This design comes from an exercise in tuning for small area, a short achievable clock period and few clock cycles per item on the open sky130 flow, not from production work. In this exercise RTL edits were held to simulation tests only and were not proved equivalent to the original.

## flow/design.v (module list and top-level ports; edited modules follow where they fit)
// module julian_day_to_calendar_date: 1776 lines
module julian_day_to_calendar_date (
  input  logic                     clk,
  input  logic                     rst,
  input  logic                     stamp_valid,
  output logic                     stamp_ready,
  input  logic [IN_W-1:0]          stamp_julian_time,
  output logic                     date_valid,
  input  logic                     date_ready,
  output logic signed [YEAR_W-1:0] date_year,
  output logic [MONTH_W-1:0]       date_month,
  output logic [DAY_W-1:0]         date_day_whole,
  output logic [FO_W-1:0]          date_day_fraction
);
  // ...
==> flow/run.sh <==
#!/bin/bash
# synth_recipe.tcl (not shown) runs the flow's synth.tcl, then flattens the netlist and writes it again
# the make line also repeats each setting of config.mk as NAME=value (left out here)
make -C /OpenROAD-flow-scripts/flow DESIGN_CONFIG=/design/flow/config.mk WORK_HOME=/design/flow/orfs CLKGATE_MAP_FILE= SYNTH_SCRIPT=/design/flow/synth_recipe.tcl finish
==> flow/config.mk <==
export PLATFORM = sky130hd
export DESIGN_NAME = julian_day_to_calendar_date
export DESIGN_NICKNAME = julian_day_to_calendar_date
export VERILOG_FILES = /design/flow/design.v
export SDC_FILE = /design/flow/constraint.sdc
export NUM_CORES = 4
export LEC_CHECK = 0
export CAP_MARGIN = 20
export CORE_MARGIN = 2
export CORE_UTILIZATION = 40
export SETUP_SLACK_MARGIN = 5
export SLEW_MARGIN = 20
==> flow/constraint.sdc <==
create_clock -name core_clock -period 10.0 [get_ports {clk}]
set_input_delay 2.0000 -clock core_clock [delete_from_list [all_inputs] [get_ports {clk}]]
set_output_delay 2.0000 -clock core_clock [all_outputs]
set_load 0.01 [all_outputs]
==> metrics.cfg, run 1 <==
[final_layout]
dominant_cells=multi-input gates
largest_reg_flops=24
clock_area_frac=0.03654
seq_share=0.3210
final_cell_mix=259 x inv_1, 184 x edfxtp_1, 168 x ha_1
regMostFlops=w1
regArea_mm2=0.005605
nonClkBufAreaFrac=0.06075
finalNonFillerCells=1985

[timing]
final_hold_viol_count=0
max_slew_margin=0.4405

[detailed_routing]
drt_iter0_markers=429
top_layer_used=met4
vias_per_cell=5.007
drc=0
ant_nets=0

[global_route]
use_met3=0.02391
track_usage=0.1609
busiest_layer=met2
grt_use_met1=0.2190

[run_status]
outcome=timing/DRC/antenna clean

[min_path]
hp-class=reg2reg
min_from=f1[4]$_DFFE_PP_

[logic_synthesis]
synthArstFlopShare=0
yosys-top-cells-count=262 x inv_1, 184 x edfxtp_1, 171 x ha_1
synth_edf_count=184
synth_nets=1681

[critical_path]
r2r_slack_ps=5250
cp_slowest_cell=clkdlybuf4s50_1
cp_max_fo=12
crit_chain=clkdlybuf4s50_1 -> nor2b_4 -> inv_4 -> buf_12 -> clkbuf_2

[floorplan]
die_h_um=198.6
num_rows=71

[clock_tree]
cts_setup_buffers=2
clk_pin_slew_ps=80

[placement]
dpl.cell_count=1936

Testbench counts, summed over its fixed seeds: cycles 16,032, items 16,000.
==> run 2: changes to the inputs <==
--- a/flow/config.mk
+++ b/flow/config.mk
@@ -7,6 +7,6 @@
 export LEC_CHECK = 0
 export CAP_MARGIN = 20
 export CORE_MARGIN = 2
-export CORE_UTILIZATION = 40
+export CORE_UTILIZATION = 70
 export SETUP_SLACK_MARGIN = 5
 export SLEW_MARGIN = 20
==> metrics.cfg, run 2 <==
[timing]
tns_ps=0
rsz0062_at_grt=yes
worst_pin_slew_ps=1024
final_hold_viol_count=0  ; unchanged
final-setup-viol-count=0
period_minus_slack_ps=4985
period_share=0.4985
setup_slack_ps=5015
skew_ps=18.24
max_slew_margin=0.3146  ; -0.1259
maxSlewViolCount=0
max_freq_mhz=200.6

[detailed_routing]
wl_met2_um=17610
drt_iter0_markers=858  ; +100%
top_layer_used=met4
ant_nets=0  ; unchanged
wirelength_met1_um=13400
dr.pass1.iters=6
vias_per_cell=5.969  ; +19%
wl_per_cell_um=19.28
vias=10430
wirelength_um=33680
drc=0  ; unchanged
wl_met3_um=1804

[job]
max_cap_violations=0

[logic_synthesis]
synth.top_cells.by_area=edfxtp_1 36%, fa_1 15%, ha_1 14%
synth_top_area_cell=edfxtp_1
ys_ff_latch=188
synth_adder_area_share=0.2894
synth_edf_count=184  ; unchanged
synth_top_area_frac=0.3649
synth_xor_area_frac=0.05842
synth.most_common_cell=inv_1
synth_nets=1681  ; unchanged
syn-cell-area_mm2=0.01514
synth.mux.area_fraction=0.004379
synth_top_flop_cell=edfxtp_1
synth_compound_area_frac=0.1272
ys_warn_count=11
yosys-top-cells-count=262 x inv_1, 184 x edfxtp_1, 171 x ha_1
synth_top_family_by_area=adder cells
synthArstFlopShare=0  ; unchanged
syn_avg_cell_area_um2=11.17
synth_seq_area_share=0.3702
synthSimpleGateAreaFrac=0.07891
ys_types=99
syn_inst=1355

[clock_tree]
postCtsHoldBufs=0
cts_max_level=4
cts-root-buf=clkbuf_16
cts_tree=yes
worst_skew_pair.late_latency_ps=450
clockBufferDepth=2
clk_pin_slew_ps=80  ; about the same
cts_sinks=188
cts_buffers=17

[placement]
port_buffers=85
pre_cts_slack_ps=4416
post_dp_cell_area_mm2=0.01629
post-dp-hpwl_um=25820
routabilityCongestion=0.9694

[critical_path]
crit-reg2reg-capture=year_r[12]$_DFFE_PP_
cp_data_required_time_ps=8000
r2r-start=s23[0]$_DFFE_PP_
cp_max_fo=2  ; -10
startpoint_type=primary input
cp.arrival_ps=2990
path_class=in2out
r2r_slack_ps=5120  ; -130 ps
ff2ff_path_depth=19
crit_path_start=date_ready
end_kind=output pin

[floorplan]
core_mm2=0.02115
start_util=0.7158
die_w_um=151.1
die_h_um=151.1  ; -24%
dieArea_mm2=0.02282
num_rows=53  ; -25%
io_pins=86

[final_layout]
area_delta_synth_final_pct=13.16
final_cell_mix=261 x inv_1, 184 x edfxtp_1, 168 x ha_1
largest_reg_flops=24  ; unchanged
fin_area_mm2=0.01714
regMostFlops=w1
drive_above_1_share=0.07473
layout_commonest_cell=inv_1
n_antenna_cell=0
nets=1785

[global_route]
grt_overflow=0
grt_pass1_wl_um=53880
first_global_vias=10770
antenna_found_initial=0
grt_max_degree=45
track_usage=0.3105  ; +0.1496

[run_status]
outcome=timing/DRC/antenna clean

[min_path]
hp-class=reg2reg
min_from=f2[11]$_DFFE_PP_
hold_end=f3[11]$_DFFE_PP_
whs_path_depth=0

-- run 2: cell types whose count changed in the layout (fill, tap and decap cells not counted), moves of 2 or more --
cell,delta
clkinv_8,+2
clkbuf_2,-2
inv_8,-2
clkdlybuf4s15_1,+2
inv_1,+2
xor2_1,+2
-- run 2: layer usage --
layer,up-vias,global-route usage
met1,5101,0.3904
met5,-,0
met2,391,0.5552
met4,0,0.1056
met3,75,0.04217
li1,4860,-
-- run 2: what timing repair did --
item | 4_1_cts | 5_1_grt
pin swaps | 1 | 3
setup buffers | 1 | 13
hold endpoints to repair | 0 | 0
gates resized for setup | 5 | 18
endpoints found under the setup margin | 14 | 21
-- run 2: how the worst max path moves through the flow --
stage	depth (start not counted)	to	slack, ps
detailed placement	13	ae1[7]$_DFFE_PP_	4420
CTS	4	stamp_ready	4880
global route	16	qe2[12]$_DFFE_PP_	4980
floorplan	2	stamp_ready	5020
global placement	13	ae1[7]$_DFFE_PP_	4470
finish	4	stamp_ready	5010
-- run 2: worst max-delay path, stage by stage --
cell	delay (ps)
clkdlybuf4s50_1	520
nor2b_4	50
inv_1	140
clkdlybuf4s15_1	270
-- run 2: cell type report --
type,count,area [µm²]
multi-input cells,883,8521
flip-flops and latches,188,5605
fillers,1282,4019
repair buffers,103,1011
inverters,266,998.5
clock buffers,17,425.4
well taps,275,344.1
clock inverters,15,230.2
-- run 2: cell families (layout without fill, tap and decap cells) --
kind of cell	count (synthesis)	in the layout
buffers and inverters	284	401
multiplexers	6	6
AND/OR/NAND/NOR	237	237
XOR/XNOR	95	95
flip-flops	188	188
adder cells (fa/ha/maj)	283	283
AO/OA/AOI/OAI	262	262
-- run 2: stage by stage --
step / instances / util / hold WS, ps
detailed placement: 1701 / 0.7700 / 404.5
finish: 1747 / 0.8100 / 417.6
CTS: 1734 / 0.8017 / 414.4
floorplan: 1355 / - / 400.3
global placement: 1701 / 0.7700 / 400.3
global route: 1747 / 0.8100 / 418.3
==> run 3: changes to the inputs <==
--- a/flow/config.mk
+++ b/flow/config.mk
@@ -7,6 +7,6 @@
 export LEC_CHECK = 0
 export CAP_MARGIN = 20
 export CORE_MARGIN = 2
-export CORE_UTILIZATION = 70
+export CORE_UTILIZATION = 60
 export SETUP_SLACK_MARGIN = 5
 export SLEW_MARGIN = 20
==> metrics.cfg, run 3 <==
[run_status]
outcome=timing/DRC/antenna clean

[placement]
port_buffers=85  ; unchanged
routabilityCongestion=0.9029  ; -6.9%
post-dp-hpwl_um=25010  ; -3.1%

[final_layout]
largest_reg_flops=24  ; unchanged
final_cell_mix=261 x inv_1, 184 x edfxtp_1, 168 x ha_1
area_delta_synth_final_pct=13.79
layout_commonest_cell=inv_1
n_antenna_cell=0  ; unchanged
drive_above_1_share=0.07337  ; -0.001359
regMostFlops=w1
nets=1785  ; unchanged
nFillCells=1876  ; +46%

[timing]
final_hold_viol_count=0  ; unchanged
rsz0062_at_grt=no
period_minus_slack_ps=4952  ; -33.66 ps
maxSlewViolCount=0  ; unchanged
period_share=0.4952  ; -0.003366
whs_ps=416.1  ; -1.471 ps
max_freq_mhz=202.0  ; +0.68%
max_slew_margin=0.4743  ; +0.1597
worst_pin_slew_ps=780.2  ; -244.2 ps
final-setup-viol-count=0  ; unchanged
skew_ps=19.12  ; +0.8774 ps
tns_ps=0  ; unchanged

[critical_path]
ff2ff_path_depth=13  ; -6
r2r_slack_ps=5240  ; +120 ps
startpoint_type=primary input
crit-reg2reg-capture=yoff3[2]$_SDFFCE_PP0P_
end_kind=output pin
path_delay_family=buffers and inverters
path_class=in2out
cp.arrival_ps=2950  ; -40 ps
max_stage_delay_ps=500  ; -20 ps
cp_slowest_cell=clkdlybuf4s50_1
crit_buf_inv=4  ; +1
cp_max_fo=12  ; +10
cp_data_required_time_ps=8000  ; about the same
crit_chain=clkdlybuf4s50_1 -> nor2b_4 -> inv_2 -> buf_12 -> clkbuf_2
r2r-start=qe2[7]$_DFFE_PP_

[clock_tree]
cts_max_level=4  ; unchanged
cts_sinks=188  ; unchanged
clk_pin_slew_ps=90  ; about the same
cts_tree=yes
worst_skew_pair.late_latency_ps=450  ; about the same
clockBufferDepth=2  ; unchanged
cts_buffers=17  ; unchanged
cts-root-buf=clkbuf_16

[logic_synthesis]
synth_top_area_cell=edfxtp_1
synth_seq_area_share=0.3702  ; unchanged
ys_warn_count=11  ; unchanged
synthArstFlopShare=0  ; unchanged
ys_types=99  ; unchanged
synth_edf_count=184  ; unchanged
synth_top_flop_cell=edfxtp_1
syn_avg_cell_area_um2=11.17  ; unchanged
syn_inst=1355  ; unchanged
yosys-top-cells-count=262 x inv_1, 184 x edfxtp_1, 171 x ha_1
synth_nets=1681  ; unchanged
ys_ff_latch=188  ; unchanged
synth_top_area_frac=0.3649  ; unchanged
synth.top_cells.by_area=edfxtp_1 36%, fa_1 15%, ha_1 14%
synth.most_common_cell=inv_1
syn-cell-area_mm2=0.01514  ; unchanged

[global_route]
track_usage=0.2505  ; -0.05993
grt_pass1_wl_um=51300  ; -4.8%
antenna_found_initial=0  ; unchanged
grt_overflow=0  ; unchanged
grt_max_degree=53  ; +18%
first_global_vias=10070  ; -6.4%

[floorplan]
start_util=0.6066  ; -0.1092
die_w_um=162.9  ; +7.8%
dieArea_mm2=0.02652  ; +16%
io_pins=86  ; unchanged
num_rows=58  ; +9.4%
die_h_um=162.9  ; +7.8%
core_mm2=0.02496  ; +18%

[detailed_routing]
wl_per_cell_um=17.56  ; -8.9%
vias_per_cell=5.594  ; -6.3%
ant_nets=0  ; unchanged
wirelength_um=31640  ; -6.1%
drc=0  ; unchanged
dr.pass1.iters=4  ; -2
vias=10080  ; -3.3%
drt_iter0_markers=570  ; -34%

[min_path]
hold_end=frac_r[4]$_DFFE_PP_
hp-class=reg2reg
min_from=f3[4]$_DFFE_PP_
whs_path_depth=0  ; unchanged

[job]
max_cap_violations=0  ; unchanged

## run 3: changes by cell type in the layout (fill, tap and decap cells not counted), sizes merged
cell	change
inv	+3
buf	-2
bufbuf	+2
clkinv	-2
bufinv	-1
clkbuf	+1
clkdlybuf4s15	-1
## run 3: how the worst max path moves through the flow
stage / slack (ps) / endpoint / cells past startpoint / startpoint
after floorplan: 5020 / stamp_ready / 2 / date_ready
after global placement: 4270 / stamp_ready / 5 / date_ready
after detailed placement: 4270 / stamp_ready / 5 / date_ready
after CTS: 4930 / stamp_ready / 5 / date_ready
after global routing: 5000 / yoff3[4]$_SDFFCE_PP1P_ / 14 / qe2[5]$_DFFE_PP_
final: 5050 / stamp_ready / 5 / date_ready
## run 3: cells by family (layout without fill, tap and decap cells)
group,after synthesis,in the layout,synth area share
buffers and inverters,284,401,0.07156
adders and majority gates,283,283,0.2894
AOI/OAI and AO/OA,262,262,0.1272
and+or+nand+nor,237,237,0.07891
DFF,188,188,0.3702
xor gates and xnor gates,95,95,0.05842
muxes,6,6,0.004379
## run 3: metal layers
layer / vias to the layer above / share of wire / track usage
met3: 75 / 0.043 / 0.03259
li1: 4871 / - / -
met5: - / 0 / 0
met2: 242 / 0.50 / 0.4307
met1: 4893 / 0.42 / 0.3226
met4: 0 / 0.036 / 0.1018
## run 3: timing repair
action                     CTS  global route
setup endpoints to repair    2            22
gates resized for setup      9            14
setup buffers                1             8
pin swaps                    0             1
gates cloned                 2             0
hold buffers                 0             0
## run 3: layout make-up
class,count,area [µm²],area share
inverters,266,998.5,0.05795
repair buffers,103,1081,0.06274
clock buffers,17,425.4,0.02469
well taps,330,412.9,0.02396
multi-input cells,883,8492,0.4928
flip-flops and latches,188,5605,0.3253
clock inverters,15,215.2,0.01249
## run 3: through the flow
stage | cell area (µm²) | utilization | setup WS, ps | cells
finish | 17230 | 0.6902 | 5048 | 1802
global route | 17230 | 0.6902 | 5004 | 1802
CTS | 17120 | 0.6857 | 4935 | 1793
detailed placement | 16390 | 0.6564 | 4274 | 1758
global placement | 16370 | 0.6556 | 4272 | 1757
floorplan | 15140 | - | 5020 | 1355

==> re-timing with driven ports <==
In the flow no input, the clock included, has a driving cell. The finished layouts below were timed again as built, in two steps.
Step 1 assumes that a clkbuf_16 drives the clock port and a buf_2 every other input.
Step 2, shift: input delay + t, output delay - t, t = (earliest + latest rising clock arrival at the registers) / 2. This alone moves slack from input paths to output paths.
a / b / c = ideal / step 1 / step 2; a / b = the first two.
run | t, ns | setup slack, ns | clock arrival spread, ns
run 1 | 0.488 | 5.061 / 5.033 / 4.807 | 0.015 / 0.015
run 2 | 0.491 | 5.015 / 4.973 / 4.634 | 0.019 / 0.019
run 3 | 0.490 | 5.048 / 5.023 / 4.750 | 0.019 / 0.020
After both steps every run listed still meets setup and hold. For run 2, which loses most, drivers alone change the setup slack by -0.042 ns; drivers and shift together by -0.381 ns.
